From an optimization exercise on the open Yosys and OpenROAD flow, aimed at small area; shortcuts taken in it are not production practice. At most, simulation tests tie the RTL to the original design; equivalence was not proved. For run 5, only the layout was checked, not whether the RTL still works. Power and IR drop assume default switching activity.

==> flow/constraint.sdc <==
create_clock -name core_clock -period 10.0 [get_ports {clk}]
set_input_delay 2.0000 -clock core_clock [delete_from_list [all_inputs] [get_ports {clk}]]
set_output_delay 2.0000 -clock core_clock [all_outputs]
set_load 0.01 [all_outputs]
==> flow/flow/run.sh <==
#!/bin/bash
# Layout of alu_seq: the standard flow (standard.sh, all steps unchanged) with two choices
# made through ORFS's own variables:
#  - BUFFER_PORTS_ARGS: the buffer that global placement puts on every input and output port is
#    the smallest buffer cell, sky130_fd_sc_hd__buf_1, in place of the flow's default choice;
#  - CTS_ARGS: clock tree synthesis builds its (balanced H-)tree from clkbuf_4 under a clkbuf_8
#    root, without
#    dummy loads.
# Each tool's output is kept in a log of its own: standard.log here, and ORFS's per-step logs
# under orfs/logs.
set -euo pipefail
export BUFFER_PORTS_ARGS="-buffer_cell sky130_fd_sc_hd__buf_1"
export CTS_ARGS="-sink_clustering_enable -repair_clock_nets -dont_use_dummy_load -buf_list {sky130_fd_sc_hd__clkbuf_4 sky130_fd_sc_hd__clkbuf_8} -root_buf sky130_fd_sc_hd__clkbuf_8 -tree_buf sky130_fd_sc_hd__clkbuf_4 -sink_clustering_size 12 -sink_clustering_max_diameter 60"
bash standard.sh > standard.log 2>&1
==> flow/config.mk <==
export PLATFORM = sky130hd
export DESIGN_NAME = alu_seq
export DESIGN_NICKNAME = alu_seq
export VERILOG_FILES = /design/flow/design.v
export SDC_FILE = /design/flow/constraint.sdc
export NUM_CORES = 4
export LEC_CHECK = 0
export CAP_MARGIN = 20
export CORE_MARGIN = 2
export CORE_UTILIZATION = 40
export SLEW_MARGIN = 20
export SYNTH_HIERARCHICAL = 1
==> flow/design.v <==
`default_nettype none
package diablo_alu_pkg;
  localparam int ALU_OP_W = 4;
  typedef enum logic [ALU_OP_W-1:0] {
    ALU_ADD  = 4'd0,
    ALU_SUB  = 4'd1,
    ALU_AND  = 4'd2,
    ALU_OR   = 4'd3,
    ALU_XOR  = 4'd4,
    ALU_SLL  = 4'd5,
    ALU_SRL  = 4'd6,
    ALU_SRA  = 4'd7,
    ALU_SLT  = 4'd8,
    ALU_SLTU = 4'd9,
    ALU_MUL  = 4'd10,
    ALU_DIV  = 4'd11,
    ALU_DIVU = 4'd12,
    ALU_REM  = 4'd13,
    ALU_REMU = 4'd14
  } alu_op_e;
  typedef enum logic [1:0] {
    ST_IDLE = 2'd0,
    ST_BUSY = 2'd1,
    ST_DONE = 2'd2
  } alu_state_e;
  function automatic logic op_is_iter(input alu_op_e op);
    case (op)
      diablo_alu_pkg::ALU_MUL, diablo_alu_pkg::ALU_DIVU, diablo_alu_pkg::ALU_REMU: op_is_iter = 1'b1;
      diablo_alu_pkg::ALU_DIV, diablo_alu_pkg::ALU_REM: op_is_iter = 1'b1;
      default:                     op_is_iter = 1'b0;
    endcase
  endfunction
endpackage
`default_nettype wire
`default_nettype none
module alu_fa (
  input  logic i_a,
  input  logic i_b,
  input  logic i_c,
  output logic o_s,
  output logic o_c
);
  assign o_s = i_a ^ i_b ^ i_c;
  assign o_c = (i_a & i_b) | (i_a & i_c) | (i_b & i_c);
endmodule
module alu_muldiv_iter
#(
  parameter int XLEN = 64
) (
  input  logic [XLEN-1:0] i_acc,
  input  logic            i_bitin,
  input  logic [XLEN-1:0] i_b,
  input  logic            i_c1n,
  input  logic            i_c0n,
  input  logic            i_y64,
  input  logic            i_cin,
  output logic [XLEN:0]   o_sum
);
  logic [XLEN:0] x, y, s0, c0, pa, tc;
  logic [6:0] bc;
  assign x = {i_acc, i_bitin};
  always_comb for (int i = 0; i < XLEN; i++) y[i] = !(i_b[i] ? i_c1n : i_c0n);
  assign y[XLEN] = i_y64;
  assign bc[0] = i_cin;
  alu_fa u_fa0 (.i_a(x[0]), .i_b(y[0]), .i_c(bc[0]), .o_s(s0[0]), .o_c(c0[0]));
  alu_fa u_fa1 (.i_a(x[1]), .i_b(y[1]), .i_c(c0[0]), .o_s(s0[1]), .o_c(c0[1]));
  alu_fa u_fa2 (.i_a(x[2]), .i_b(y[2]), .i_c(c0[1]), .o_s(s0[2]), .o_c(c0[2]));
  alu_fa u_fa3 (.i_a(x[3]), .i_b(y[3]), .i_c(c0[2]), .o_s(s0[3]), .o_c(c0[3]));
  alu_fa u_fa4 (.i_a(x[4]), .i_b(y[4]), .i_c(c0[3]), .o_s(s0[4]), .o_c(c0[4]));
  alu_fa u_fa5 (.i_a(x[5]), .i_b(y[5]), .i_c(c0[4]), .o_s(s0[5]), .o_c(c0[5]));
  alu_fa u_fa6 (.i_a(x[6]), .i_b(y[6]), .i_c(c0[5]), .o_s(s0[6]), .o_c(c0[6]));
  alu_fa u_fa7 (.i_a(x[7]), .i_b(y[7]), .i_c(c0[6]), .o_s(s0[7]), .o_c(c0[7]));
  alu_fa u_fa8 (.i_a(x[8]), .i_b(y[8]), .i_c(c0[7]), .o_s(s0[8]), .o_c(c0[8]));
  alu_fa u_fa9 (.i_a(x[9]), .i_b(y[9]), .i_c(c0[8]), .o_s(s0[9]), .o_c(c0[9]));
  alu_fa u_fa10 (.i_a(x[10]), .i_b(y[10]), .i_c(c0[9]), .o_s(s0[10]), .o_c(c0[10]));
  assign o_sum[10:0] = s0[10:0];
  assign bc[1] = c0[10];
  assign s0[11] = x[11] ^ y[11];
  assign c0[11] = x[11] & y[11];
  alu_fa u_fa12 (.i_a(x[12]), .i_b(y[12]), .i_c(c0[11]), .o_s(s0[12]), .o_c(c0[12]));
  alu_fa u_fa13 (.i_a(x[13]), .i_b(y[13]), .i_c(c0[12]), .o_s(s0[13]), .o_c(c0[13]));
  alu_fa u_fa14 (.i_a(x[14]), .i_b(y[14]), .i_c(c0[13]), .o_s(s0[14]), .o_c(c0[14]));
  alu_fa u_fa15 (.i_a(x[15]), .i_b(y[15]), .i_c(c0[14]), .o_s(s0[15]), .o_c(c0[15]));
  alu_fa u_fa16 (.i_a(x[16]), .i_b(y[16]), .i_c(c0[15]), .o_s(s0[16]), .o_c(c0[16]));
  alu_fa u_fa17 (.i_a(x[17]), .i_b(y[17]), .i_c(c0[16]), .o_s(s0[17]), .o_c(c0[17]));
  alu_fa u_fa18 (.i_a(x[18]), .i_b(y[18]), .i_c(c0[17]), .o_s(s0[18]), .o_c(c0[18]));
  alu_fa u_fa19 (.i_a(x[19]), .i_b(y[19]), .i_c(c0[18]), .o_s(s0[19]), .o_c(c0[19]));
  alu_fa u_fa20 (.i_a(x[20]), .i_b(y[20]), .i_c(c0[19]), .o_s(s0[20]), .o_c(c0[20]));
  alu_fa u_fa21 (.i_a(x[21]), .i_b(y[21]), .i_c(c0[20]), .o_s(s0[21]), .o_c(c0[21]));
  assign pa[21] = &s0[21:11];
  assign o_sum[11] = s0[11] ^ bc[1];
  assign tc[11] = s0[11] & bc[1];
  assign o_sum[12] = s0[12] ^ tc[11];
  assign tc[12] = s0[12] & tc[11];
  assign o_sum[13] = s0[13] ^ tc[12];
  assign tc[13] = s0[13] & tc[12];
  assign o_sum[14] = s0[14] ^ tc[13];
  assign tc[14] = s0[14] & tc[13];
  assign o_sum[15] = s0[15] ^ tc[14];
  assign tc[15] = s0[15] & tc[14];
  assign o_sum[16] = s0[16] ^ tc[15];
  assign tc[16] = s0[16] & tc[15];
  assign o_sum[17] = s0[17] ^ tc[16];
  assign tc[17] = s0[17] & tc[16];
  assign o_sum[18] = s0[18] ^ tc[17];
  assign tc[18] = s0[18] & tc[17];
  assign o_sum[19] = s0[19] ^ tc[18];
  assign tc[19] = s0[19] & tc[18];
  assign o_sum[20] = s0[20] ^ tc[19];
  assign tc[20] = s0[20] & tc[19];
  assign o_sum[21] = s0[21] ^ tc[20];
  assign tc[21] = s0[21] & tc[20];
  assign bc[2] = c0[21] | (bc[1] & pa[21]);
  assign s0[22] = x[22] ^ y[22];
  assign c0[22] = x[22] & y[22];
  alu_fa u_fa23 (.i_a(x[23]), .i_b(y[23]), .i_c(c0[22]), .o_s(s0[23]), .o_c(c0[23]));
  alu_fa u_fa24 (.i_a(x[24]), .i_b(y[24]), .i_c(c0[23]), .o_s(s0[24]), .o_c(c0[24]));
  alu_fa u_fa25 (.i_a(x[25]), .i_b(y[25]), .i_c(c0[24]), .o_s(s0[25]), .o_c(c0[25]));
  alu_fa u_fa26 (.i_a(x[26]), .i_b(y[26]), .i_c(c0[25]), .o_s(s0[26]), .o_c(c0[26]));
  alu_fa u_fa27 (.i_a(x[27]), .i_b(y[27]), .i_c(c0[26]), .o_s(s0[27]), .o_c(c0[27]));
  alu_fa u_fa28 (.i_a(x[28]), .i_b(y[28]), .i_c(c0[27]), .o_s(s0[28]), .o_c(c0[28]));
  alu_fa u_fa29 (.i_a(x[29]), .i_b(y[29]), .i_c(c0[28]), .o_s(s0[29]), .o_c(c0[29]));
  alu_fa u_fa30 (.i_a(x[30]), .i_b(y[30]), .i_c(c0[29]), .o_s(s0[30]), .o_c(c0[30]));
  alu_fa u_fa31 (.i_a(x[31]), .i_b(y[31]), .i_c(c0[30]), .o_s(s0[31]), .o_c(c0[31]));
  alu_fa u_fa32 (.i_a(x[32]), .i_b(y[32]), .i_c(c0[31]), .o_s(s0[32]), .o_c(c0[32]));
  assign pa[32] = &s0[32:22];
  assign o_sum[22] = s0[22] ^ bc[2];
  assign tc[22] = s0[22] & bc[2];
  assign o_sum[23] = s0[23] ^ tc[22];
  assign tc[23] = s0[23] & tc[22];
  assign o_sum[24] = s0[24] ^ tc[23];
  assign tc[24] = s0[24] & tc[23];
  assign o_sum[25] = s0[25] ^ tc[24];
  assign tc[25] = s0[25] & tc[24];
  assign o_sum[26] = s0[26] ^ tc[25];
  assign tc[26] = s0[26] & tc[25];
  assign o_sum[27] = s0[27] ^ tc[26];
  assign tc[27] = s0[27] & tc[26];
  assign o_sum[28] = s0[28] ^ tc[27];
  assign tc[28] = s0[28] & tc[27];
  assign o_sum[29] = s0[29] ^ tc[28];
  assign tc[29] = s0[29] & tc[28];
  assign o_sum[30] = s0[30] ^ tc[29];
  assign tc[30] = s0[30] & tc[29];
  assign o_sum[31] = s0[31] ^ tc[30];
  assign tc[31] = s0[31] & tc[30];
  assign o_sum[32] = s0[32] ^ tc[31];
  assign tc[32] = s0[32] & tc[31];
  assign bc[3] = c0[32] | (bc[2] & pa[32]);
  assign s0[33] = x[33] ^ y[33];
  assign c0[33] = x[33] & y[33];
  alu_fa u_fa34 (.i_a(x[34]), .i_b(y[34]), .i_c(c0[33]), .o_s(s0[34]), .o_c(c0[34]));
  alu_fa u_fa35 (.i_a(x[35]), .i_b(y[35]), .i_c(c0[34]), .o_s(s0[35]), .o_c(c0[35]));
  alu_fa u_fa36 (.i_a(x[36]), .i_b(y[36]), .i_c(c0[35]), .o_s(s0[36]), .o_c(c0[36]));
  alu_fa u_fa37 (.i_a(x[37]), .i_b(y[37]), .i_c(c0[36]), .o_s(s0[37]), .o_c(c0[37]));
  alu_fa u_fa38 (.i_a(x[38]), .i_b(y[38]), .i_c(c0[37]), .o_s(s0[38]), .o_c(c0[38]));
  alu_fa u_fa39 (.i_a(x[39]), .i_b(y[39]), .i_c(c0[38]), .o_s(s0[39]), .o_c(c0[39]));
  alu_fa u_fa40 (.i_a(x[40]), .i_b(y[40]), .i_c(c0[39]), .o_s(s0[40]), .o_c(c0[40]));
  alu_fa u_fa41 (.i_a(x[41]), .i_b(y[41]), .i_c(c0[40]), .o_s(s0[41]), .o_c(c0[41]));
  alu_fa u_fa42 (.i_a(x[42]), .i_b(y[42]), .i_c(c0[41]), .o_s(s0[42]), .o_c(c0[42]));
  alu_fa u_fa43 (.i_a(x[43]), .i_b(y[43]), .i_c(c0[42]), .o_s(s0[43]), .o_c(c0[43]));
  assign pa[43] = &s0[43:33];
  assign o_sum[33] = s0[33] ^ bc[3];
  assign tc[33] = s0[33] & bc[3];
  assign o_sum[34] = s0[34] ^ tc[33];
  assign tc[34] = s0[34] & tc[33];
  assign o_sum[35] = s0[35] ^ tc[34];
  assign tc[35] = s0[35] & tc[34];
  assign o_sum[36] = s0[36] ^ tc[35];
  assign tc[36] = s0[36] & tc[35];
  assign o_sum[37] = s0[37] ^ tc[36];
  assign tc[37] = s0[37] & tc[36];
  assign o_sum[38] = s0[38] ^ tc[37];
  assign tc[38] = s0[38] & tc[37];
  assign o_sum[39] = s0[39] ^ tc[38];
  assign tc[39] = s0[39] & tc[38];
  assign o_sum[40] = s0[40] ^ tc[39];
  assign tc[40] = s0[40] & tc[39];
  assign o_sum[41] = s0[41] ^ tc[40];
  assign tc[41] = s0[41] & tc[40];
  assign o_sum[42] = s0[42] ^ tc[41];
  assign tc[42] = s0[42] & tc[41];
  assign o_sum[43] = s0[43] ^ tc[42];
  assign tc[43] = s0[43] & tc[42];
  assign bc[4] = c0[43] | (bc[3] & pa[43]);
  assign s0[44] = x[44] ^ y[44];
  assign c0[44] = x[44] & y[44];
  alu_fa u_fa45 (.i_a(x[45]), .i_b(y[45]), .i_c(c0[44]), .o_s(s0[45]), .o_c(c0[45]));
  alu_fa u_fa46 (.i_a(x[46]), .i_b(y[46]), .i_c(c0[45]), .o_s(s0[46]), .o_c(c0[46]));
  alu_fa u_fa47 (.i_a(x[47]), .i_b(y[47]), .i_c(c0[46]), .o_s(s0[47]), .o_c(c0[47]));
  alu_fa u_fa48 (.i_a(x[48]), .i_b(y[48]), .i_c(c0[47]), .o_s(s0[48]), .o_c(c0[48]));
  alu_fa u_fa49 (.i_a(x[49]), .i_b(y[49]), .i_c(c0[48]), .o_s(s0[49]), .o_c(c0[49]));
  alu_fa u_fa50 (.i_a(x[50]), .i_b(y[50]), .i_c(c0[49]), .o_s(s0[50]), .o_c(c0[50]));
  alu_fa u_fa51 (.i_a(x[51]), .i_b(y[51]), .i_c(c0[50]), .o_s(s0[51]), .o_c(c0[51]));
  alu_fa u_fa52 (.i_a(x[52]), .i_b(y[52]), .i_c(c0[51]), .o_s(s0[52]), .o_c(c0[52]));
  alu_fa u_fa53 (.i_a(x[53]), .i_b(y[53]), .i_c(c0[52]), .o_s(s0[53]), .o_c(c0[53]));
  alu_fa u_fa54 (.i_a(x[54]), .i_b(y[54]), .i_c(c0[53]), .o_s(s0[54]), .o_c(c0[54]));
  assign pa[54] = &s0[54:44];
  assign o_sum[44] = s0[44] ^ bc[4];
  assign tc[44] = s0[44] & bc[4];
  assign o_sum[45] = s0[45] ^ tc[44];
  assign tc[45] = s0[45] & tc[44];
  assign o_sum[46] = s0[46] ^ tc[45];
  assign tc[46] = s0[46] & tc[45];
  assign o_sum[47] = s0[47] ^ tc[46];
  assign tc[47] = s0[47] & tc[46];
  assign o_sum[48] = s0[48] ^ tc[47];
  assign tc[48] = s0[48] & tc[47];
  assign o_sum[49] = s0[49] ^ tc[48];
  assign tc[49] = s0[49] & tc[48];
  assign o_sum[50] = s0[50] ^ tc[49];
  assign tc[50] = s0[50] & tc[49];
  assign o_sum[51] = s0[51] ^ tc[50];
  assign tc[51] = s0[51] & tc[50];
  assign o_sum[52] = s0[52] ^ tc[51];
  assign tc[52] = s0[52] & tc[51];
  assign o_sum[53] = s0[53] ^ tc[52];
  assign tc[53] = s0[53] & tc[52];
  assign o_sum[54] = s0[54] ^ tc[53];
  assign tc[54] = s0[54] & tc[53];
  assign bc[5] = c0[54] | (bc[4] & pa[54]);
  assign s0[55] = x[55] ^ y[55];
  assign c0[55] = x[55] & y[55];
  alu_fa u_fa56 (.i_a(x[56]), .i_b(y[56]), .i_c(c0[55]), .o_s(s0[56]), .o_c(c0[56]));
  alu_fa u_fa57 (.i_a(x[57]), .i_b(y[57]), .i_c(c0[56]), .o_s(s0[57]), .o_c(c0[57]));
  alu_fa u_fa58 (.i_a(x[58]), .i_b(y[58]), .i_c(c0[57]), .o_s(s0[58]), .o_c(c0[58]));
  alu_fa u_fa59 (.i_a(x[59]), .i_b(y[59]), .i_c(c0[58]), .o_s(s0[59]), .o_c(c0[59]));
  alu_fa u_fa60 (.i_a(x[60]), .i_b(y[60]), .i_c(c0[59]), .o_s(s0[60]), .o_c(c0[60]));
  alu_fa u_fa61 (.i_a(x[61]), .i_b(y[61]), .i_c(c0[60]), .o_s(s0[61]), .o_c(c0[61]));
  alu_fa u_fa62 (.i_a(x[62]), .i_b(y[62]), .i_c(c0[61]), .o_s(s0[62]), .o_c(c0[62]));
  alu_fa u_fa63 (.i_a(x[63]), .i_b(y[63]), .i_c(c0[62]), .o_s(s0[63]), .o_c(c0[63]));
  alu_fa u_fa64 (.i_a(x[64]), .i_b(y[64]), .i_c(c0[63]), .o_s(s0[64]), .o_c(c0[64]));
  assign pa[64] = &s0[64:55];
  assign o_sum[55] = s0[55] ^ bc[5];
  assign tc[55] = s0[55] & bc[5];
  assign o_sum[56] = s0[56] ^ tc[55];
  assign tc[56] = s0[56] & tc[55];
  assign o_sum[57] = s0[57] ^ tc[56];
  assign tc[57] = s0[57] & tc[56];
  assign o_sum[58] = s0[58] ^ tc[57];
  assign tc[58] = s0[58] & tc[57];
  assign o_sum[59] = s0[59] ^ tc[58];
  assign tc[59] = s0[59] & tc[58];
  assign o_sum[60] = s0[60] ^ tc[59];
  assign tc[60] = s0[60] & tc[59];
  assign o_sum[61] = s0[61] ^ tc[60];
  assign tc[61] = s0[61] & tc[60];
  assign o_sum[62] = s0[62] ^ tc[61];
  assign tc[62] = s0[62] & tc[61];
  assign o_sum[63] = s0[63] ^ tc[62];
  assign tc[63] = s0[63] & tc[62];
  assign o_sum[64] = s0[64] ^ tc[63];
  assign tc[64] = s0[64] & tc[63];
  assign bc[6] = c0[64] | (bc[5] & pa[64]);
endmodule
`default_nettype wire
`default_nettype none
module alu_seq
#(
  parameter int XLEN = 64
) (
  input  logic            clk,
  input  logic            rst_n,
  input  logic            in_valid,
  output logic            in_ready,
  input  logic [diablo_alu_pkg::ALU_OP_W-1:0] in_op,
  input  logic [XLEN-1:0] in_a,
  input  logic [XLEN-1:0] in_b,
  output logic            out_valid,
  input  logic            out_ready,
  output logic [XLEN-1:0] out_result,
  output logic            out_err
);
  localparam int SHW = $clog2(XLEN);
  localparam logic [1:0] S_PRE = 2'd0, S_P0 = 2'd1, S_P1 = 2'd2, S_P2 = 2'd3;
  logic            r_ov;
  logic [1:0]      r_st;
  logic [SHW-1:0]  r_k;
  logic            r_abit;
  logic            r_lt;
  logic            r_pbit;
  logic [XLEN-1:0] r_acc;
  logic [XLEN-1:0] r_q;
  logic            r_psgn;
  logic            r_f1;
  logic            r_f2;
  logic [3:0]      r_op;
  logic            r_a63;
  logic            r_b63;
  diablo_alu_pkg::alu_op_e w_op;
  logic w_p0, w_p1, w_p2, w_first, w_lastk, w_last, w_done;
  logic w_add, w_sub_op, w_logic, w_shift, w_mul, w_cmp, w_isdiv, w_two;
  logic w_signed, w_rem, w_sa, w_bn, w_negq, w_e, w_e63, w_sub, w_bk, w_diff, w_lt, w_lbit;
  logic [SHW-1:0]  w_kn;
  logic            w_knl, w_hold;
  logic            w_bitin, w_yen, w_yinv, w_y64, w_cin;
  logic [XLEN:0]   w_sum;
  assign w_op     = diablo_alu_pkg::alu_op_e'(r_op);
  assign w_add    = (w_op == diablo_alu_pkg::ALU_ADD);
  assign w_sub_op = (w_op == diablo_alu_pkg::ALU_SUB);
  assign w_logic  = (w_op == diablo_alu_pkg::ALU_AND) || (w_op == diablo_alu_pkg::ALU_OR) ||
                    (w_op == diablo_alu_pkg::ALU_XOR);
  assign w_shift  = (w_op == diablo_alu_pkg::ALU_SLL) || (w_op == diablo_alu_pkg::ALU_SRL) ||
                    (w_op == diablo_alu_pkg::ALU_SRA);
  assign w_cmp    = (w_op == diablo_alu_pkg::ALU_SLT) || (w_op == diablo_alu_pkg::ALU_SLTU);
  assign w_mul    = (w_op == diablo_alu_pkg::ALU_MUL);
  assign w_isdiv  = diablo_alu_pkg::op_is_iter(w_op) && !w_mul;
  assign w_two    = w_logic || w_cmp || w_shift;
  assign w_signed = (w_op == diablo_alu_pkg::ALU_DIV) || (w_op == diablo_alu_pkg::ALU_REM);
  assign w_rem    = (w_op == diablo_alu_pkg::ALU_REM) || (w_op == diablo_alu_pkg::ALU_REMU);
  assign w_sa     = w_signed && r_a63;
  assign w_bn     = w_signed && r_b63;
  assign w_p0     = (r_st == S_P0);
  assign w_p1     = (r_st == S_P1);
  assign w_p2     = (r_st == S_P2);
  assign w_first  = (r_k == SHW'(XLEN-1));
  assign w_lastk  = (r_k == '0);
  assign w_last   = w_p2 || (w_p1 && w_two) || (w_p0 && !w_two && !w_isdiv);
  assign w_done   = w_last && w_lastk;
  assign in_ready = !r_ov && (w_done || !in_valid);
  assign out_valid  = r_ov;
  assign out_result = r_acc;
  assign out_err    = (r_op == 4'd15);
  assign w_kn  = (r_st == S_PRE) ? SHW'(XLEN-1) : (r_k - 1'b1);
  assign w_knl = (r_st != S_PRE) && !w_lastk && (r_lt || (r_k == in_b[SHW-1:0]));
  always_ff @(posedge clk) begin
    r_abit <= ((in_op == 4'd6 || in_op == 4'd7) && w_knl) ? ((in_op == 4'd7) && in_a[XLEN-1]) : in_a[w_kn];
    r_lt   <= w_knl;
  end
  assign w_bk   = r_acc[XLEN-1];
  always_comb begin
    case (w_op)
      diablo_alu_pkg::ALU_AND: w_lbit = r_abit & w_bk;
      diablo_alu_pkg::ALU_OR:  w_lbit = r_abit | w_bk;
      default:                 w_lbit = r_abit ^ w_bk;
    endcase
  end
  assign w_lt = (w_op == diablo_alu_pkg::ALU_SLT && (r_a63 ^ r_b63)) ? r_a63 : r_psgn;
  assign w_e63  = ((&r_acc) && r_psgn) || (r_f2 && r_pbit);
  assign w_e    = w_sa && r_f2;
  assign w_negq = (w_sa ^ w_bn) && !r_f1;
  assign w_sub  = w_p1 ? !r_psgn : (w_sa && r_psgn);
  always_comb begin
    w_bitin = 1'b0;
    w_yen   = 1'b0;
    w_yinv  = 1'b0;
    w_y64   = 1'b0;
    w_cin   = 1'b0;
    case (r_st)
      S_P0: begin
        if (w_add || w_sub_op || w_shift || w_cmp) w_bitin = r_abit;
        if (w_add || w_sub_op || w_logic || w_cmp) w_yen = w_lastk;
        if (w_sub_op || w_cmp) begin
          w_yinv = w_lastk;
          w_cin  = w_lastk;
        end
        if (w_cmp) w_y64 = !r_acc[XLEN-1];
        if (w_mul) w_yen = r_abit;
      end
      S_P1: begin
        if (w_shift && w_op != diablo_alu_pkg::ALU_SLL) w_bitin = r_acc[XLEN-1];
        if (w_logic) w_bitin = w_lbit;
        if (w_cmp)   w_bitin = w_lastk && w_lt;
        if (w_isdiv) begin
          w_bitin = r_abit ^ w_sa;
          w_yen   = 1'b1;
          w_yinv  = w_sub ^ w_bn;
          w_cin   = w_sub ^ w_bn;
          w_y64   = w_sub;
        end
      end
      S_P2: begin
        if (!w_rem) begin
          w_bitin = r_q[XLEN-1] ^ w_negq;
          w_cin   = w_lastk && (w_e ^ w_negq);
        end else begin
          w_bitin = r_acc[XLEN-1] ^ w_sa;
          w_yen   = w_lastk && (w_e ^ r_psgn);
          w_yinv  = w_lastk && (w_e ^ r_psgn) && (w_sub ^ w_bn);
          w_cin   = w_lastk && (w_e ^ r_psgn) && (w_sub ^ w_bn);
        end
      end
      default: ;
    endcase
  end
  alu_muldiv_iter #(
    .XLEN (XLEN)
  ) u_dp (
    .i_acc  (r_acc),
    .i_bitin(w_bitin),
    .i_b    (in_b),
    .i_c1n  (!(w_yen ^ w_yinv)),
    .i_c0n  (!w_yinv),
    .i_y64  (w_y64),
    .i_cin  (w_cin),
    .o_sum  (w_sum)
  );
  always_ff @(posedge clk or negedge rst_n) begin
    if (!rst_n) begin
      r_ov <= 1'b0;
      r_st <= S_PRE;
    end else begin
      if (r_ov) begin
        if (out_ready) r_ov <= 1'b0;
      end else if (in_valid && w_done) begin
        r_ov <= 1'b1;
      end
      if (r_ov || !in_valid || w_done)    r_st <= S_PRE;
      else if (r_st == S_PRE || w_lastk)  r_st <= r_st + 1'b1;
    end
  end
  always_ff @(posedge clk) begin
    r_k    <= w_kn;
    r_pbit <= w_bitin;
    r_q    <= {r_q[XLEN-2:0], !w_sum[XLEN]};
    if (w_p0) r_psgn <= w_cmp && w_sum[XLEN];
    if (w_p1 && w_isdiv) r_psgn <= w_sum[XLEN];
  end
  assign w_hold = w_p1 && w_shift && ((w_op == diablo_alu_pkg::ALU_SLL) ? !r_lt : r_lt);
  always_ff @(posedge clk) begin
    if (!r_ov && !w_hold) r_acc <= w_sum[XLEN-1:0];
    if (!r_ov) r_op <= in_op;
    r_a63 <= in_a[XLEN-1];
    r_b63 <= in_b[XLEN-1];
  end
  always_ff @(posedge clk) begin
    if (w_p1) begin
      if (w_first) r_f1 <= !w_sum[XLEN];
      r_f2 <= !w_first && (((&r_acc) && r_psgn) || (r_f2 && r_pbit));
    end else if (w_p2 && w_first) begin
      r_f2 <= w_e63;
    end
  end
endmodule
`default_nettype wire
==> flow/standard.sh <==
#!/bin/bash
# synth_recipe.tcl (not shown) runs the flow's synth.tcl, then flattens the netlist and writes it again
# the make line also repeats each setting of config.mk as NAME=value (left out here)
make -C /OpenROAD-flow-scripts/flow DESIGN_CONFIG=/design/flow/config.mk WORK_HOME=/design/flow/orfs CLKGATE_MAP_FILE= SYNTH_SCRIPT=/design/flow/synth_recipe.tcl "${@:-finish}"
==> results of run 1 <==
==> cells by family (layout without fill, tap and decap cells) <==
kind of cell,after synthesis,in the layout
flip-flops,149,149
AO/OA/AOI/OAI,87,87
XOR/XNOR,24,24
other,0,1
AND/OR/NAND/NOR,118,118
multiplexers,82,82
adder cells (fa/ha/maj),122,122
buffers and inverters,63,249
==> per-layer routing <==
metal | share of wire [%] | global-route usage (%) | up-vias
met4 | 0.99 | 4.43 | 0
met3 | 7.0 | 5.55 | 16
met5 | 0 | 0 | -
met1 | 44 | 24.0 | 2789
met2 | 48 | 32.0 | 200
li1 | - | - | 2732
==> stage by stage <==
step / worst slack [ns] / instances / power [uW] / cell area [um2] / hold slack, ns
2_1_floorplan: 0.879 / 645 / 1550 / 8320 / 0.310
3_3_place_gp: 0.407 / 1079 / 1840 / 9270 / 0.311
3_5_place_dp: 0.245 / 1079 / 1850 / 9270 / 0.312
4_1_cts: 0.463 / 1096 / 2120 / 9410 / 0.315
5_1_grt: 0.0223 / 1101 / 2250 / 9450 / 0.317
6_report: 0.580 / 1102 / 2090 / 9450 / 0.307
==> Yosys stat by module (local to each module, per instance), excerpt <==
module | cell area [um2] | cells inside | times used | flops+latches
alu_seq | 5480 | 415 | 1 | 149
alu_fa | 20.0 | 1 | 60 | 0
==> flip-flops by register name, indices dropped and copies added, names as in the netlist, 2 cells and up <==
| name | cells |
|---|---|
| r_st | 2 |
| r_op | 4 |
| r_q | 64 |
| r_k | 6 |
| r_acc | 64 |
==> synth_stat cells, types with 7 or more instances <==
master     n  share of area, %
mux2i_1   72               8.7
nor2_1    15              0.68
buf_2      7              0.42
nand3_1    8              0.48
xor2_1    15               1.6
nand4_1   27               2.0
fa_1      60                14
edfxtp_1  71                26
nand2_1   28               1.3
mux2_2     8               1.1
nor4_1     7              0.53
ha_1      62               9.3
dfxtp_1   75                18
buf_4     13               1.2
o21ai_0   13              0.78
a21oi_1   12              0.72
nor3_1     9              0.54
clkbuf_1  18              0.81
o22ai_1    8              0.60
xnor2_1    7              0.74
inv_1     18              0.81
==> path summary, 6_finish.rpt <==
kind	endpoint	slack (ns)	cells after the start
max	r_psgn	0.58	34
min	r_q[35]	0.31	0
max reg2reg	r_psgn	0.58	34
min reg2reg	r_q[35]	0.31	0
max in group asynchronous	r_st[0]	8.47	1
min in group asynchronous	r_ov	1.39	1
==> power breakdown <==
group / switching, uW / internal [uW] / total [uW]
Combinational: 425 / 296 / 722
Sequential: 197 / 910 / 1110
Clock: 176 / 83.6 / 259
==> layout make-up <==
class	count	area, um2
Fill cell	1928	10800
Multi-Input combinational cell	433	4330
Sequential cell	149	3710
Timing Repair Buffer	213	866
Tap cell	270	338
Clock buffer	17	134
Inverter	19	71.3
Antenna cell	1	2.50
==> what timing repair did <==
action,4_1_cts,5_1_grt
buffers inserted,0,5
resized for setup,0,1
setup endpoints to repair,0,1
==> metrics.csv, run 1 <==
stage;metric;value;unit
timing;worstMarginPinSlew;0.901;ns
floorplan;io_pins;203;
synthesis;synth_area_per_cell;12.9;um2
timing;fmax;0.106;GHz
layout;utilization;46.6;%
layout;nets;1091;
layout;drive_gt1_share;6.50;%
synthesis;synth-edff-count;71;
synthesis;syn_area;8320;um2
clock_network;cts_buffer_depth;2;
grt;grt_antenna_before_repair;1;
synthesis;ys_async_sr_fraction;2.01;%
clock_network;htreeDepth;4;
grt;grt_util_all_layers;18.9;%
clock_network;path_clk_slew;0.12;ns
floorplan;dieArea;22000;um2
synthesis;synth_flop_cell;dfxtp_1;
floorplan;core-area;20300;um2
worst_setup_path;critPathBufInv;1;
synthesis;synthCells;645;
synthesis;synth_mux_area_share;10.2;%
timing;fin_worst_skew;0.0331;ns
floorplan;die_w;148;um
grt;overflow;0;
clock_network;cts-hold-fix-buffers;0;
synthesis;synth_warnings;9;
worst_setup_path;crit_fanout;15;
clock_network;clk_latency;0.42;ns
worst_setup_path;cp.required;10.15;ns
worst_setup_path;path_delay_family;adder cells;
timing;fin_crit_sh;94.2;%
worst_setup_path;critPathSlowestCell;edfxtp_1;
worst_setup_path;timing.rr.start;r_op[1];
synthesis;synth_compound_area_share;7.48;%
grt;grt_max_degree;65;
clock_network;clock-root-buffer;clkbuf_8;
routing;final_antenna_net_count;0;
layout;areaGrowthSynthToFinish;13.7;%
timing;tns;0;ns
hold_path;hp-start;r_q[34];
timing;fin_crit;9.42;ns
synthesis;syn-num-nets;903;
clock_network;tritoncts;done;
timing;setup_viol_count_final;0;
placed_design;finalWeightedCongestion;0.821;
worst_setup_path;crit_start;r_op[1];
floorplan;start_util;41.0;%
worst_setup_path;cp_slowest_stage_delay;0.61;ns
layout;final_common_cell;buf_1;
power_and_ir_drop;power.density;221;nW/um2
routing;vias_per_cell;5.21;
routing;wirelength;20.1;mm
power_and_ir_drop;vdd_drop_max;0.000105;V
synthesis;synth_top_family_by_area;adder cells;
routing;dr_total_vias;5737;
timing;drv_slew;0;
routing;drc;0;
worst_setup_path;cp_common_cell;fa_1;
synthesis;seq_area_frac_synth;44.6;%
clock_network;cts.sinks;149;
run;drv_cap;0;
power_and_ir_drop;p_leak;0.00411;uW
synthesis;synth.distinct_cells;67;
worst_setup_path;startpoint_type;flip-flop;
routing;first_iter_violations;228;
placed_design;numPortBuffers;202;
routing;wl_per_cell;18.3;um
timing;rsz0062_at_grt;no;
synthesis;yosys.area_share.simple;7.61;%
floorplan;rows;52;
synthesis;synth-adder-area-share;23.8;%
timing;relSlewSlack;39.9;%
synthesis;synth_seq_cells;149;
timing;hold_violations;0;
status;status;no timing/DRC/antenna violations;
placed_design;dpl.hpwl;15.7;mm
worst_setup_path;end_kind;flip-flop;
layout;mostFrequentLayoutCells;202 x buf_1, 75 x dfxtp_1, 72 x mux2i_1, 71 x edfxtp_1, 62 x ha_1;
grt;grt_pass1_vias;5950;
synthesis;synth_xor_area_share;2.71;%
worst_setup_path;path_class;reg -> reg;
grt;grt_first_pass_wirelength;32.1;mm
floorplan;die_height;148;um
routing;firstDrtPassIters;4;
worst_setup_path;critPathArrivalTime;9.57;ns
hold_path;hold_class;reg -> reg;
clock_network;cts_buffers;17;
==> inputs of run 2 (changes only) <==
--- a/flow/config.mk
+++ b/flow/config.mk
@@ -6,7 +6,7 @@
 export NUM_CORES = 4
 export LEC_CHECK = 0
-export CAP_MARGIN = 20
+export CAP_MARGIN = 5
 export CORE_MARGIN = 2
 export CORE_UTILIZATION = 40
-export SLEW_MARGIN = 20
+export SLEW_MARGIN = 5
 export SYNTH_HIERARCHICAL = 1
==> metrics.csv, run 2 <==
stage;metric;value;unit;change
timing;setup_viol_count_final;0;;unchanged
layout;drive_gt1_share;6.50;%;unchanged
routing;final_antenna_net_count;0;;unchanged
floorplan;core-area;20300;um2;unchanged
layout;multi_input_area;4330;um2;unchanged
timing;fin_worst_skew;0.0331;ns;unchanged
power_and_ir_drop;clkPwrFrac;12.4;%;about the same
synthesis;synthCells;645;;unchanged
placed_design;dpl.hpwl;15.7;mm;unchanged
grt;grt_first_pass_wirelength;32.1;mm;unchanged
worst_setup_path;cp_common_cell;fa_1;;
layout;reg_top3;r_acc (64), r_q (64), r_k (6);;
grt;overflow;0;;unchanged
synthesis;synth_area_per_cell;12.9;um2;unchanged
placed_design;finalWeightedCongestion;0.821;;unchanged
synthesis;syn-num-nets;903;;unchanged
synthesis;synth_xor_area_share;2.71;%;unchanged
layout;mostFrequentLayoutCells;202 x buf_1, 75 x dfxtp_1, 72 x mux2i_1, 71 x edfxtp_1, 62 x ha_1;;
grt;grt_antenna_before_repair;1;;unchanged
routing;wirelength;20.1;mm;unchanged
synthesis;synth_common_cells;75 x dfxtp_1, 72 x mux2i_1, 71 x edfxtp_1, 62 x ha_1, 60 x fa_1;;
floorplan;dieArea;22000;um2;unchanged
worst_setup_path;end_kind;flip-flop;;
hold_path;hold_class;reg -> reg;;
worst_setup_path;cp.required;10.15;ns;about the same
worst_setup_path;startpoint_type;flip-flop;;
placed_design;dpl.cell_count;1079;;unchanged
clock_network;clock-root-buffer;clkbuf_8;;
placed_design;numPortBuffers;202;;unchanged
clock_network;cts-hold-fix-buffers;0;;unchanged
power_and_ir_drop;vdd_drop_max;0.000105;V;unchanged
layout;utilization;46.6;%;unchanged
routing;first_iter_violations;228;;unchanged
clock_network;cts_buffers;17;;unchanged
synthesis;syn_area;8320;um2;unchanged
power_and_ir_drop;seqPwrFrac;53.0;%;about the same
routing;firstDrtPassIters;4;;unchanged
worst_setup_path;timing.rr.start;r_op[1];;
timing;drv_slew;0;;unchanged
timing;rsz0062_at_grt;no;;
routing;dr_total_vias;5737;;unchanged
timing;timing.hold.ws;0.307;ns;unchanged
power_and_ir_drop;combPwrFrac;34.6;%;about the same
clock_network;htreeDepth;4;;unchanged
power_and_ir_drop;p_int;1290;uW;unchanged
synthesis;yosys.area_share.simple;7.61;%;unchanged
power_and_ir_drop;switchingPower;798;uW;unchanged
timing;hold_violations;0;;unchanged
worst_setup_path;critPathArrivalTime;9.57;ns;about the same
synthesis;yosys.area.top_type;edfxtp_1;;
grt;grt_util_all_layers;18.9;%;unchanged
worst_setup_path;cp_slowest_stage_delay;0.61;ns;about the same
synthesis;yosysTopAreaCellShare;25.6;%;unchanged
timing;worstMarginPinSlew;0.901;ns;unchanged
status;status;no timing/DRC/antenna violations;;
floorplan;die_height;148;um;unchanged
synthesis;synth_warnings;9;;unchanged
run;drv_cap;0;;unchanged
power_and_ir_drop;p_leak;0.00411;uW;unchanged
clock_network;path_clk_slew;0.12;ns;about the same
synthesis;seq_area_frac_synth;44.6;%;unchanged
synthesis;synth_top_family_by_area;adder cells;;
power_and_ir_drop;swShare;38.2;%;unchanged
layout;areaGrowthSynthToFinish;13.7;%;unchanged
layout;nets;1091;;unchanged
synthesis;synth.most_common_cell;dfxtp_1;;
timing;tns;0;ns;unchanged
synthesis;synth.distinct_cells;67;;unchanged
synthesis;synth_seq_cells;149;;unchanged
clock_network;tritoncts;done;;
worst_setup_path;path_class;reg -> reg;;
layout;final_common_cell;buf_1;;
synthesis;synth_area_leaders;edfxtp_1 26%, dfxtp_1 18%, fa_1 14%, ha_1 9.3%, mux2i_1 8.7%;;
grt;grt_max_degree;65;;unchanged
floorplan;start_util;41.0;%;unchanged
layout;n_fill_cell;1928;;unchanged
timing;fmax;0.106;GHz;unchanged
synthesis;synth_compound_area_share;7.48;%;unchanged
clock_network;cts_buffer_depth;2;;unchanged
timing;fin_crit;9.42;ns;unchanged
hold_path;hp-start;r_q[34];;
worst_setup_path;crit_start;r_op[1];;
timing;fin_crit_sh;94.2;%;unchanged
grt;grt_pass1_vias;5950;;unchanged
floorplan;io_pins;203;;unchanged
layout;fin_cells;1102;;unchanged
routing;drc;0;;unchanged
synthesis;synth_flop_cell;dfxtp_1;;
clock_network;cts.sinks;149;;unchanged
timing;relSlewSlack;39.9;%;unchanged
floorplan;die_w;148;um;unchanged
floorplan;rows;52;;unchanged
synthesis;synth-adder-area-share;23.8;%;unchanged
worst_setup_path;critPathSlowestCell;edfxtp_1;;
power_and_ir_drop;power.density;221;nW/um2;unchanged
synthesis;synth_mux_area_share;10.2;%;unchanged
worst_setup_path;crit_fanout;15;;unchanged
layout;seq_area;3710;um2;unchanged
clock_network;clk_latency;0.42;ns;about the same
routing;vias_per_cell;5.21;;unchanged
routing;wl_per_cell;18.3;um;unchanged
synthesis;synth-edff-count;71;;unchanged
synthesis;ys_async_sr_fraction;2.01;%;unchanged
## run 2: cell counts in the layout (fill, tap and decap cells not counted)
No cell type changed its count.
## run 2: critical path: cells and delay by family (launching register included)
kind | cells | cell delay (ns)
compound gates | 6 | 1.32
buf+inv | 1 | 0.08
fa+ha+maj | 20 | 6.04
flops | 1 | 0.61
simple gates | 4 | 0.52
xor+xnor | 2 | 0.40
mux | 1 | 0.18
## run 2: logic make-up after synthesis
group,Yosys count
DFF,149
muxes,82
and+or+nand+nor,118
AOI/OAI and AO/OA,87
xor gates and xnor gates,24
buffers and inverters,63
adders and majority gates,122
## run 2: power groups by stage
| stage | combinational, uW | clock (uW) | sequential (uW) |
|---|---|---|---|
| floorplan | 437 | 0 | 1110 |
| global placement | 716 | 0 | 1130 |
| detailed placement | 721 | 0 | 1120 |
| CTS | 729 | 274 | 1110 |
| global route | 810 | 296 | 1140 |
| finish | 722 | 259 | 1110 |
## run 2: worst paths after layout
kind	to	slack (ns)	depth (start not counted)
setup / recovery	r_psgn	0.58	34
hold / removal	r_q[35]	0.31	0
setup reg to reg	r_psgn	0.58	34
hold reg to reg	r_q[35]	0.31	0
max in group asynchronous	r_st[0]	8.47	1
min in group asynchronous	r_ov	1.39	1
## run 2: metrics by stage
step / worst slack, ns / instance area, um2 / total power (uW)
final: 0.580 / 9450 / 2090
after global routing: 0.0223 / 9450 / 2250
after CTS: 0.463 / 9410 / 2120
after detailed placement: 0.245 / 9270 / 1850
after global placement: 0.407 / 9270 / 1840
after floorplan: 0.879 / 8320 / 1550
## run 2: final cells by class
type | instances | share of cell area (%)
tap | 270 | 3.57
clock buffer | 17 | 1.42
sequential | 149 | 39.2
multi-input combinational | 433 | 45.8
antenna | 1 | 0.0265
inverter | 19 | 0.754
timing repair buffer | 213 | 9.16
## run 2: metal layers
| layer | share of wire [%] | track usage [%] | routed length, um |
|---|---|---|---|
| met1 | 44 | 24.0 | 8820 |
| met4 | 0.99 | 4.43 | 200 |
| met3 | 7.0 | 5.55 | 1410 |
| met5 | 0 | 0 | 0 |
| met2 | 48 | 32.0 | 9710 |
## run 2: what timing repair did
item | CTS | global route
gates resized for setup | 0 | 1
buffers inserted | 0 | 5
endpoints found under the setup margin | 0 | 1
## run 2: per-module statistics from Yosys (local to each module, per instance), a selection
module / cells / area (um2) / times used
alu_fa: 1 / 20.0 / 60
alu_seq: 415 / 5480 / 1
==> inputs of run 3 (changes only) <==
--- a/flow/flow/run.sh
+++ b/flow/flow/run.sh
@@ -11,4 +11,4 @@
 set -euo pipefail
 export BUFFER_PORTS_ARGS="-buffer_cell sky130_fd_sc_hd__buf_1"
-export CTS_ARGS="-sink_clustering_enable -repair_clock_nets -dont_use_dummy_load -buf_list {sky130_fd_sc_hd__clkbuf_4 sky130_fd_sc_hd__clkbuf_8} -root_buf sky130_fd_sc_hd__clkbuf_8 -tree_buf sky130_fd_sc_hd__clkbuf_4 -sink_clustering_size 12 -sink_clustering_max_diameter 60"
+export CTS_ARGS="-sink_clustering_enable -repair_clock_nets -dont_use_dummy_load -buf_list {sky130_fd_sc_hd__clkbuf_4 sky130_fd_sc_hd__clkbuf_8} -root_buf sky130_fd_sc_hd__clkbuf_8 -tree_buf sky130_fd_sc_hd__clkbuf_4 -sink_clustering_size 8 -sink_clustering_max_diameter 40"
 bash standard.sh > standard.log 2>&1
--- a/flow/config.mk
+++ b/flow/config.mk
@@ -6,7 +6,7 @@
 export NUM_CORES = 4
 export LEC_CHECK = 0
-export CAP_MARGIN = 5
+export CAP_MARGIN = 20
 export CORE_MARGIN = 2
 export CORE_UTILIZATION = 40
-export SLEW_MARGIN = 5
+export SLEW_MARGIN = 20
 export SYNTH_HIERARCHICAL = 1
==> metrics.csv, run 3 <==
stage;metric;value;unit;change
status;status;no timing/DRC/antenna violations;;
synthesis;synth.most_common_cell;dfxtp_1;;
synthesis;synth.distinct_cells;67;;unchanged
routing;vias_per_cell;5.21;;unchanged
timing;fin_crit_sh;94.2;%;unchanged
power_and_ir_drop;vdd_drop_max;0.000105;V;unchanged
synthesis;yosys.area.top_type;edfxtp_1;;
worst_setup_path;critPathSlowestCell;edfxtp_1;;
run;drv_cap;0;;unchanged
worst_setup_path;critPathArrivalTime;9.57;ns;about the same
synthesis;seq_area_frac_synth;44.6;%;unchanged
synthesis;syn-num-nets;903;;unchanged
timing;setup_viol_count_final;0;;unchanged
clock_network;clk_latency;0.42;ns;about the same
timing;fmax;0.106;GHz;unchanged
worst_setup_path;cp_slowest_stage_delay;0.61;ns;about the same
worst_setup_path;end_kind;flip-flop;;
timing;hold_violations;0;;unchanged
timing;fin_worst_skew;0.0331;ns;unchanged
clock_network;cts.sinks;149;;unchanged
grt;use_met3;5.55;%;unchanged
clock_network;cts_buffers;17;;unchanged
timing;relSlewSlack;39.9;%;unchanged
layout;areaGrowthSynthToFinish;13.7;%;unchanged
grt;overflow;0;;unchanged
synthesis;synth_area_per_cell;12.9;um2;unchanged
grt;grt_pass1_vias;5950;;unchanged
synthesis;synthCells;645;;unchanged
routing;dr_total_vias;5737;;unchanged
floorplan;io_pins;203;;unchanged
layout;utilization;46.6;%;unchanged
synthesis;synth_seq_cells;149;;unchanged
grt;grt_antenna_before_repair;1;;unchanged
clock_network;cts_buffer_depth;2;;unchanged
layout;reg_top3;r_acc (64), r_q (64), r_k (6);;
worst_setup_path;path_class;reg -> reg;;
clock_network;clock-root-buffer;clkbuf_8;;
layout;fin_cells;1102;;unchanged
routing;wl_per_cell;18.3;um;unchanged
timing;worstMarginPinSlew;0.901;ns;unchanged
synthesis;synth-adder-area-share;23.8;%;unchanged
routing;drc;0;;unchanged
placed_design;numPortBuffers;202;;unchanged
floorplan;start_util;41.0;%;unchanged
timing;fin_crit;9.42;ns;unchanged
routing;wirelength;20.1;mm;unchanged
grt;grt_first_pass_wirelength;32.1;mm;unchanged
synthesis;synth_compound_area_share;7.48;%;unchanged
layout;multi_input_area;4330;um2;unchanged
synthesis;synth-edff-count;71;;unchanged
timing;tns;0;ns;unchanged
layout;drive_gt1_share;6.50;%;unchanged
layout;seq_area;3710;um2;unchanged
layout;final_common_cell;buf_1;;
layout;nets;1091;;unchanged
placed_design;dpl.cell_count;1079;;unchanged
grt;grt.busiest_layer;met2;;
floorplan;die_height;148;um;unchanged
floorplan;rows;52;;unchanged
worst_setup_path;cp_common_cell;fa_1;;
grt;grt_max_degree;65;;unchanged
synthesis;synth_flop_cell;dfxtp_1;;
synthesis;synth_warnings;9;;unchanged
grt;grt_util_met2;32.0;%;unchanged
grt;grt_util_all_layers;18.9;%;unchanged
clock_network;tritoncts;done;;
routing;final_antenna_net_count;0;;unchanged
clock_network;cts-hold-fix-buffers;0;;unchanged
timing;drv_slew;0;;unchanged
synthesis;synth_xor_area_share;2.71;%;unchanged
worst_setup_path;crit_fanout;15;;unchanged
placed_design;dpl.hpwl;15.7;mm;unchanged
routing;first_iter_violations;228;;unchanged
synthesis;synth_area_leaders;edfxtp_1 26%, dfxtp_1 18%, fa_1 14%, ha_1 9.3%, mux2i_1 8.7%;;
synthesis;yosysTopAreaCellShare;25.6;%;unchanged
power_and_ir_drop;p_leak;0.00411;uW;unchanged
grt;grt.met1_usage;24.0;%;unchanged
layout;n_fill_cell;1928;;unchanged
synthesis;syn_area;8320;um2;unchanged
synthesis;ys_async_sr_fraction;2.01;%;unchanged
worst_setup_path;startpoint_type;flip-flop;;
clock_network;path_clk_slew;0.12;ns;about the same
hold_path;hold_class;reg -> reg;;
routing;firstDrtPassIters;4;;unchanged
floorplan;die_w;148;um;unchanged
power_and_ir_drop;design_power_total;2090;uW;unchanged
synthesis;synth_common_cells;75 x dfxtp_1, 72 x mux2i_1, 71 x edfxtp_1, 62 x ha_1, 60 x fa_1;;
floorplan;core-area;20300;um2;unchanged
placed_design;finalWeightedCongestion;0.821;;unchanged
synthesis;yosys.area_share.simple;7.61;%;unchanged
synthesis;synth_top_family_by_area;adder cells;;
worst_setup_path;cp.required;10.15;ns;about the same
layout;mostFrequentLayoutCells;202 x buf_1, 75 x dfxtp_1, 72 x mux2i_1, 71 x edfxtp_1, 62 x ha_1;;
clock_network;htreeDepth;4;;unchanged
floorplan;dieArea;22000;um2;unchanged
power_and_ir_drop;power.density;221;nW/um2;unchanged
timing;rsz0062_at_grt;no;;
synthesis;synth_mux_area_share;10.2;%;unchanged
[run 3: cell counts after synthesis]
No cell type changed its count.
[run 3: worst max-delay path, delay by kind of cell, from the launching register on]
family / cells / cell delay, ns
and+or+nand+nor: 4 / 0.52
adders and majority gates: 20 / 6.04
muxes: 1 / 0.18
DFF: 1 / 0.61
buffers and inverters: 1 / 0.08
xor gates and xnor gates: 2 / 0.40
AOI/OAI and AO/OA: 6 / 1.32
[run 3: timing repair]
| item | CTS | global route |
|---|---|---|
| resized for setup | 0 | 1 |
| buffers inserted | 0 | 5 |
| endpoints found under the setup margin | 0 | 1 |
[run 3: cell families after synthesis]
group                      after synthesis
and+or+nand+nor                        118
muxes                                   82
AOI/OAI and AO/OA                       87
buffers and inverters                   63
xor gates and xnor gates                24
adders and majority gates              122
DFF                                    149
[run 3: layer usage]
metal	up-vias	wire (um)	share of wire [%]
met1	2789	8820	44
met3	16	1410	7.0
li1	2732	-	-
met4	0	200	0.99
met2	200	9710	48
met5	-	0	0
[run 3: stage by stage]
step | cell area [um2] | setup WS [ns] | hold slack (ns)
floorplan | 8320 | 0.879 | 0.310
global placement | 9270 | 0.407 | 0.311
detailed placement | 9270 | 0.245 | 0.312
CTS | 9410 | 0.463 | 0.315
global route | 9450 | 0.0223 | 0.317
finish | 9450 | 0.580 | 0.307
[run 3: per-module statistics from Yosys, one instance, submodules excluded, excerpt]
module / flops+latches / times used / cells
alu_seq: 149 / 1 / 415
alu_fa: 0 / 60 / 1
[run 3: worst paths after layout]
| kind | startpoint | to | slack, ns | cells past startpoint |
|---|---|---|---|---|
| worst max-delay path | r_op[1] | r_psgn | 0.58 | 34 |
| worst min-delay path | r_q[34] | r_q[35] | 0.31 | 0 |
| worst max register to register | r_op[1] | r_psgn | 0.58 | 34 |
| worst min register to register | r_q[34] | r_q[35] | 0.31 | 0 |
| max in group asynchronous | rst_n | r_st[0] | 8.47 | 1 |
| min in group asynchronous | rst_n | r_ov | 1.39 | 1 |
[run 3: power by group]
group	switching, uW	internal (uW)	total, uW
Combinational	425	296	722
Clock	176	83.6	259
Sequential	197	910	1110
Total	798	1290	2090
[run 3: cell type report]
type	instances	area share [%]
diodes	1	0.0265
repair buffers	213	9.16
multi-input cells	433	45.8
clock buffers	17	1.42
well taps	270	3.57
flip-flops and latches	149	39.2
inverters	19	0.754
==> inputs of run 4 (changes only) <==
--- a/flow/flow/run.sh
+++ b/flow/flow/run.sh
@@ -11,4 +11,4 @@
 set -euo pipefail
 export BUFFER_PORTS_ARGS="-buffer_cell sky130_fd_sc_hd__buf_1"
-export CTS_ARGS="-sink_clustering_enable -repair_clock_nets -dont_use_dummy_load -buf_list {sky130_fd_sc_hd__clkbuf_4 sky130_fd_sc_hd__clkbuf_8} -root_buf sky130_fd_sc_hd__clkbuf_8 -tree_buf sky130_fd_sc_hd__clkbuf_4 -sink_clustering_size 8 -sink_clustering_max_diameter 40"
+export CTS_ARGS="-sink_clustering_enable -repair_clock_nets -dont_use_dummy_load -buf_list {sky130_fd_sc_hd__clkbuf_4 sky130_fd_sc_hd__clkbuf_8} -root_buf sky130_fd_sc_hd__clkbuf_16 -tree_buf sky130_fd_sc_hd__clkbuf_4 -sink_clustering_size 12 -sink_clustering_max_diameter 60"
 bash standard.sh > standard.log 2>&1
==> metrics.csv, run 4 <==
stage;metric;value;unit;change
worst_setup_path;cp_slowest_stage_delay;0.61;ns;about the same
synthesis;ys_async_sr_fraction;2.01;%;unchanged
worst_setup_path;r2r_setup_slack;0.58;ns;about the same
clock_network;cts_buffers;17;;unchanged
clock_network;cts_buffer_depth;2;;unchanged
placed_design;placed_area;9270;um2;unchanged
clock_network;cts.sinks;149;;unchanged
synthesis;synth_seq_cells;149;;unchanged
synthesis;synth_area_leaders;edfxtp_1 26%, dfxtp_1 18%, fa_1 14%, ha_1 9.3%, mux2i_1 8.7%;;
worst_setup_path;end_kind;flip-flop;;
routing;first_iter_violations;222;;-2.6%
worst_setup_path;critPathSlowestCell;edfxtp_1;;
timing;fmax;0.106;GHz;about the same
synthesis;synth_warnings;9;;unchanged
grt;grt_antenna_before_repair;1;;unchanged
placed_design;dpl.hpwl;15.7;mm;unchanged
worst_setup_path;crit_fanout;15;;unchanged
hold_path;hold_end;r_q[35];;
grt;grt_util_all_layers;18.9;%;-0.020 points
worst_setup_path;critPathArrivalTime;9.52;ns;-0.05 ns
power_and_ir_drop;combPwrFrac;34.4;%;-0.2 points
synthesis;synth_flop_cell;dfxtp_1;;
routing;wl_per_cell;18.3;um;about the same
worst_setup_path;rr_worst_depth;34;;unchanged
timing;tns;0;ns;unchanged
power_and_ir_drop;p_leak;0.00412;uW;+0.12%
layout;reg_top3;r_acc (64), r_q (64), r_k (6);;
timing;rsz0062_at_grt;no;;
synthesis;syn_area;8320;um2;unchanged
status;status;no timing/DRC/antenna violations;;
routing;firstDrtPassIters;4;;unchanged
routing;final_antenna_net_count;0;;unchanged
hold_path;hp-start;r_q[34];;
power_and_ir_drop;clkPwrFrac;12.8;%;+0.4 points
floorplan;io_pins;203;;unchanged
clock_network;cts-hold-fix-buffers;0;;unchanged
floorplan;start_util;41.0;%;unchanged
timing;fin_crit;9.42;ns;-0.00290 ns
clock_network;clock-root-buffer;clkbuf_16;;
floorplan;rows;52;;unchanged
worst_setup_path;reg2reg_to;r_psgn;;
hold_path;whs_path_depth;0;;unchanged
synthesis;yosys.area.top_type;edfxtp_1;;
power_and_ir_drop;design_power_total;2100;uW;+0.38%
timing;hold_violations;0;;unchanged
clock_network;clk_latency;0.37;ns;-0.05 ns
synthesis;synth.most_common_cell;dfxtp_1;;
routing;dr_total_vias;5756;;+0.33%
synthesis;yosysTopAreaCellShare;25.6;%;unchanged
timing;drv_slew;0;;unchanged
hold_path;hold_class;reg -> reg;;
timing;relSlewSlack;40.3;%;+0.34 points
timing;setup_viol_count_final;0;;unchanged
floorplan;core-area;20300;um2;unchanged
run;drv_cap;0;;unchanged
power_and_ir_drop;p_int;1300;uW;+0.74%
layout;mostFrequentLayoutCells;202 x buf_1, 75 x dfxtp_1, 72 x mux2i_1, 71 x edfxtp_1, 62 x ha_1;;
placed_design;numPortBuffers;202;;unchanged
clock_network;tritoncts;done;;
synthesis;synth_common_cells;75 x dfxtp_1, 72 x mux2i_1, 71 x edfxtp_1, 62 x ha_1, 60 x fa_1;;
layout;final_common_cell;buf_1;;
timing;fin_worst_skew;0.0349;ns;+0.00182 ns
worst_setup_path;timing.rr.start;r_op[1];;
worst_setup_path;startpoint_type;flip-flop;;
layout;fin_area;9460;um2;+0.12%
layout;drive_gt1_share;6.50;%;unchanged
placed_design;post-place-ws;0.245;ns;unchanged
synthesis;synth-edff-count;71;;unchanged
timing;fin_ws;0.583;ns;+0.00290 ns
grt;grt_pass1_vias;5947;;-0.050%
worst_setup_path;cp_common_cell;fa_1;;
grt;grt_max_degree;65;;unchanged
power_and_ir_drop;seqPwrFrac;52.8;%;-0.2 points
synthesis;synthCells;645;;unchanged
layout;nets;1091;;unchanged
synthesis;seq_area_frac_synth;44.6;%;unchanged
layout;areaGrowthSynthToFinish;13.8;%;
floorplan;die_w;148;um;unchanged
worst_setup_path;cp.required;10.10;ns;-0.05 ns
synthesis;synth_area_per_cell;12.9;um2;unchanged
synthesis;synth.distinct_cells;67;;unchanged
grt;grt_first_pass_wirelength;32.0;mm;about the same
clock_network;htreeDepth;4;;unchanged
timing;fin_crit_sh;94.2;%;about the same
power_and_ir_drop;vdd_drop_max;0.000105;V;about the same
power_and_ir_drop;power.density;221;nW/um2;+0.26%
routing;vias_per_cell;5.22;;+0.33%
placed_design;finalWeightedCongestion;0.821;;unchanged
power_and_ir_drop;switchingPower;796;uW;-0.20%
clock_network;path_clk_slew;0.12;ns;about the same
worst_setup_path;path_class;reg -> reg;;
floorplan;die_height;148;um;unchanged
layout;utilization;46.6;%;+0.055 points
routing;wirelength;20.1;mm;about the same
floorplan;dieArea;22000;um2;unchanged
synthesis;syn-num-nets;903;;unchanged
timing;worstMarginPinSlew;0.896;ns;-0.00513 ns
grt;overflow;0;;unchanged
power_and_ir_drop;swShare;38.0;%;-0.22 points
routing;drc;0;;unchanged
## run 4: worst max-delay path, delay by kind of cell (launching register included)
| kind | cells | cell delay (ns) |
|---|---|---|
| buf+inv | 1 | 0.08 |
| xor+xnor | 2 | 0.40 |
| simple gates | 4 | 0.52 |
| fa+ha+maj | 20 | 6.04 |
| mux | 1 | 0.18 |
| flops | 1 | 0.61 |
| compound gates | 6 | 1.31 |
## run 4: kinds of logic (layout without fill, tap and decap cells)
family / count (synthesis) / count (layout) / synth area share, %
AO/OA/AOI/OAI: 87 / 87 / 7.48
buffers and inverters: 63 / 249 / 3.63
AND/OR/NAND/NOR: 118 / 118 / 7.61
flip-flops: 149 / 149 / 44.6
adder cells (fa/ha/maj): 122 / 122 / 23.8
other: 0 / 1 / 0
multiplexers: 82 / 82 / 10.2
XOR/XNOR: 24 / 24 / 2.71
## run 4: area by class of cell
cell class / count / area (um2)
tap: 270 / 338
fill: 1929 / 10800
antenna: 1 / 2.50
inverter: 19 / 71.3
multi-input combinational: 433 / 4330
sequential: 149 / 3710
timing repair buffer: 213 / 866
clock buffer: 17 / 145
## run 4: worst max-delay path by stage
stage	from	to	slack, ns	cells after the start
2_1_floorplan	in_b[0]	r_psgn	0.88	28
3_3_place_gp	in_b[0]	r_psgn	0.41	29
6_report	r_op[1]	r_psgn	0.58	34
3_5_place_dp	in_b[0]	r_psgn	0.25	29
5_1_grt	r_op[0]	r_psgn	0.02	34
4_1_cts	r_op[2]	r_psgn	0.46	34
## run 4: through the flow
| stage | hold WS [ns] | std cells |
|---|---|---|
| floorplan | 0.310 | 645 |
| global placement | 0.311 | 1079 |
| detailed placement | 0.312 | 1079 |
| CTS | 0.315 | 1096 |
| global route | 0.317 | 1101 |
| finish | 0.306 | 1102 |
## run 4: modules after synthesis, one instance, submodules excluded, a selection
module | flip-flops and latches | cells
alu_seq | 149 | 415
alu_fa | 0 | 1
## run 4: power groups by stage
| stage | sequential (uW) | combinational (uW) | clock (uW) |
|---|---|---|---|
| 2_1_floorplan | 1110 | 437 | 0 |
| 3_3_place_gp | 1130 | 716 | 0 |
| 3_5_place_dp | 1120 | 721 | 0 |
| 4_1_cts | 1110 | 729 | 284 |
| 5_1_grt | 1140 | 810 | 306 |
| 6_report | 1110 | 720 | 268 |
## run 4: metal layers
layer  share of wire (%)  vias up  track usage [%]
met3                 7.3       20             5.46
met1                  43     2801             24.0
met4                 1.2        0             4.43
met2                  48      205             32.0
met5                   0        -                0
li1                    -     2730                -
## run 4: what timing repair did
| action | 4_1_cts | 5_1_grt |
|---|---|---|
| buffers inserted | 0 | 5 |
| resized for setup | 0 | 1 |
| endpoints found under the setup margin | 0 | 1 |
==> inputs of run 5 (changes only) <==
--- a/flow/design.v
+++ b/flow/design.v
@@ -256,4 +256,11 @@
 `default_nettype wire
 `default_nettype none
+module alu_mux4 (
+  input  logic [3:0] i_d,
+  input  logic [1:0] i_s,
+  output logic       o_y
+);
+  assign o_y = i_d[i_s];
+endmodule
 module alu_seq
 #(
@@ -324,6 +331,16 @@
   assign w_kn  = (r_st == S_PRE) ? SHW'(XLEN-1) : (r_k - 1'b1);
   assign w_knl = (r_st != S_PRE) && !w_lastk && (r_lt || (r_k == in_b[SHW-1:0]));
+  logic [15:0] w_am1;
+  logic [3:0]  w_am2;
+  logic        w_am3;
+  for (genvar g = 0; g < 16; g++) begin : g_am1
+    alu_mux4 u_m (.i_d(in_a[4*g+3:4*g]), .i_s(w_kn[1:0]), .o_y(w_am1[g]));
+  end
+  for (genvar g = 0; g < 4; g++) begin : g_am2
+    alu_mux4 u_m (.i_d(w_am1[4*g+3:4*g]), .i_s(w_kn[3:2]), .o_y(w_am2[g]));
+  end
+  alu_mux4 u_am3 (.i_d(w_am2), .i_s(w_kn[5:4]), .o_y(w_am3));
   always_ff @(posedge clk) begin
-    r_abit <= ((in_op == 4'd6 || in_op == 4'd7) && w_knl) ? ((in_op == 4'd7) && in_a[XLEN-1]) : in_a[w_kn];
+    r_abit <= ((in_op == 4'd6 || in_op == 4'd7) && w_knl) ? ((in_op == 4'd7) && in_a[XLEN-1]) : w_am3;
     r_lt   <= w_knl;
   end
==> flow/flow/run.sh (replaced) <==
#!/bin/bash
# Layout of alu_seq: the standard flow (standard.sh, all steps unchanged) with two choices
# made through ORFS's own variables:
#  - BUFFER_PORTS_ARGS: the buffer that global placement puts on every input and output port is
#    the smallest buffer cell, sky130_fd_sc_hd__buf_1, in place of the flow's default choice;
#  - CTS_ARGS: clock tree synthesis builds its (balanced H-)tree from clkbuf_4/clkbuf_8 without
#    dummy loads.
# Each tool's output is kept in a log of its own: standard.log here, and ORFS's per-step logs
# under orfs/logs.
set -euo pipefail
export BUFFER_PORTS_ARGS="-buffer_cell sky130_fd_sc_hd__buf_1"
export CTS_ARGS="-sink_clustering_enable -repair_clock_nets -dont_use_dummy_load -buf_list {sky130_fd_sc_hd__clkbuf_4 sky130_fd_sc_hd__clkbuf_8} -root_buf sky130_fd_sc_hd__clkbuf_8 -sink_clustering_size 12 -sink_clustering_max_diameter 60"
bash standard.sh > standard.log 2>&1
==> metrics.csv, run 5 <==
stage;metric;value;unit;change
timing;worstMarginPinSlew;0.824;ns;-0.0720 ns
run;drv_cap;0;;unchanged
timing;fin_ws;0.446;ns;-0.137 ns
hold_path;hold_class;reg -> reg;;
grt;grt_first_pass_wirelength;32.8;mm;+2.2%
clock_network;cts_buffer_depth;2;;unchanged
timing;setup_viol_count_final;0;;unchanged
synthesis;synth.most_common_cell;dfxtp_1;;
power_and_ir_drop;design_power_total;2150;uW;+2.6%
synthesis;syn_area;8280;um2;-0.44%
timing;rsz0062_at_grt;no;;
status;status;no timing/DRC/antenna violations;;
placed_design;post-place-ws;0.164;ns;-0.0812 ns
worst_setup_path;cp_slowest_stage_delay;0.59;ns;-0.02 ns
clock_network;cts-hold-fix-buffers;0;;unchanged
routing;final_antenna_net_count;0;;unchanged
synthesis;synth.distinct_cells;61;;-9.0%
worst_setup_path;cp_common_cell;fa_1;;
clock_network;cts_resized;0;;unchanged
synthesis;synth_common_cells;75 x dfxtp_1, 71 x edfxtp_1, 67 x mux2i_1, 63 x ha_1, 60 x fa_1;;
layout;n_fill_cell;1867;;-3.2%
floorplan;dieArea;21900;um2;-0.42%
clock_network;path_clk_slew;0.08;ns;-0.04 ns
synthesis;synthCells;594;;-7.9%
layout;final_common_cell;buf_1;;
layout;nets;1055;;-3.3%
clock_network;cts_setup_buffers;0;;unchanged
grt;overflow;0;;unchanged
synthesis;synth-adder-area-share;24.0;%;+0.26 points
synthesis;yosysTopAreaCellShare;25.8;%;+0.11 points
worst_setup_path;end_kind;flip-flop;;
layout;utilization;47.3;%;+0.65 points
clock_network;cts_buffers;17;;unchanged
clock_network;htreeDepth;4;;unchanged
synthesis;synth_seq_cells;149;;unchanged
floorplan;io_pins;203;;unchanged
clock_network;clk_latency;0.45;ns;+0.08 ns
worst_setup_path;critPathBufInv;0;;-1
worst_setup_path;critPathArrivalTime;9.72;ns;+0.20 ns
layout;mostFrequentLayoutCells;202 x buf_1, 75 x dfxtp_1, 71 x edfxtp_1, 67 x mux2i_1, 63 x ha_1;;
worst_setup_path;cp.required;10.16;ns;+0.06 ns
worst_setup_path;crit_fanout;8;;-7
synthesis;synth_area_leaders;edfxtp_1 26%, dfxtp_1 18%, fa_1 15%, ha_1 9.5%, mux2i_1 8.1%;;
routing;dr_total_vias;5607;;-2.6%
power_and_ir_drop;power.density;224;nW/um2;+1.2%
synthesis;synth_xor_area_share;2.63;%;-0.079 points
synthesis;yosys.area_share.simple;7.53;%;-0.088 points
worst_setup_path;path_class;reg -> reg;;
synthesis;synth_mux_area_share;13.8;%;+3.6 points
==> run 5: path summary, 6_finish.rpt <==
kind                       startpoint  endpoint  slack, ns  cells after the start
max                           r_op[2]    r_psgn       0.45                     32
min                           r_q[47]   r_q[48]       0.30                      0
max reg2reg                   r_op[2]    r_psgn       0.45                     32
min reg2reg                   r_q[47]   r_q[48]       0.30                      0
max in group asynchronous       rst_n   r_st[0]       8.44                      1
min in group asynchronous       rst_n      r_ov       1.38                      1
==> run 5: logic make-up after synthesis <==
| logic type | after synthesis |
|---|---|
| compound gates | 47 |
| fa+ha+maj | 123 |
| xor+xnor | 24 |
| buf+inv | 51 |
| flops | 149 |
| mux | 88 |
| simple gates | 112 |
==> run 5: final cells by class <==
type                    count  area [um2]  area share [%]
clock buffers              17         234            2.44
inverters                  16        60.1           0.626
multi-input cells         394        4360            45.4
flip-flops and latches    149        3710            38.6
well taps                 270         338            3.52
repair buffers            218         898            9.36
==> run 5: modules after synthesis, one instance, submodules excluded, a selection <==
module	cells inside	cell area (um2)	times used	flip-flops and latches
alu_seq	343	4970	1	149
alu_mux4	1	22.5	21	0
alu_fa	1	20.0	60	0
==> run 5: per-layer routing <==
metal | global-route usage [%] | share of wire, %
met4 | 5.86 | 1.5
met1 | 27.3 | 45
met3 | 3.64 | 5.3
met5 | 0 | 0
met2 | 31.7 | 48
==> run 5: power breakdown <==
group          leakage (uW)  internal [uW]  switching, uW
sequential          0.00146            919            211
combinational       0.00256            306            376
clock              0.000122            150            188
total               0.00415           1370            775
==> run 5: stage by stage <==
| step | hold slack, ns | instance area (um2) | cells |
|---|---|---|---|
| global placement | 0.313 | 9330 | 1046 |
| detailed placement | 0.312 | 9360 | 1047 |
| floorplan | 0.310 | 8280 | 594 |
| global route | 0.310 | 9600 | 1064 |
| finish | 0.298 | 9600 | 1064 |
| CTS | 0.305 | 9590 | 1064 |

-- afterwards: timing with drivers on the ports --
No port has a modelled driver above. Below, the same layouts with a new extraction and two added sets of constraints. Step 1, drivers: a clkbuf_16 drives clk and a buf_2 each remaining input, both assumed. Step 2 also shifts input and output timing later by t, the mid clock arrival at the registers, as if the neighbouring blocks saw the same clock. a / b / c = ideal ports / drivers / drivers and shift; a / b = the first two.
| run | t, ns | slack for setup (ns) |
|---|---|---|
| run 1 | 0.446 | 0.580 / 0.580 / 0.310 |
| run 2 | 0.446 | 0.580 / 0.580 / 0.310 |
| run 3 | 0.446 | 0.580 / 0.580 / 0.310 |
| run 4 | 0.402 | 0.583 / 0.583 / 0.310 |
| run 5 | 0.473 | 0.446 / 0.446 / 0.140 |
After both steps every run listed still meets setup and hold.
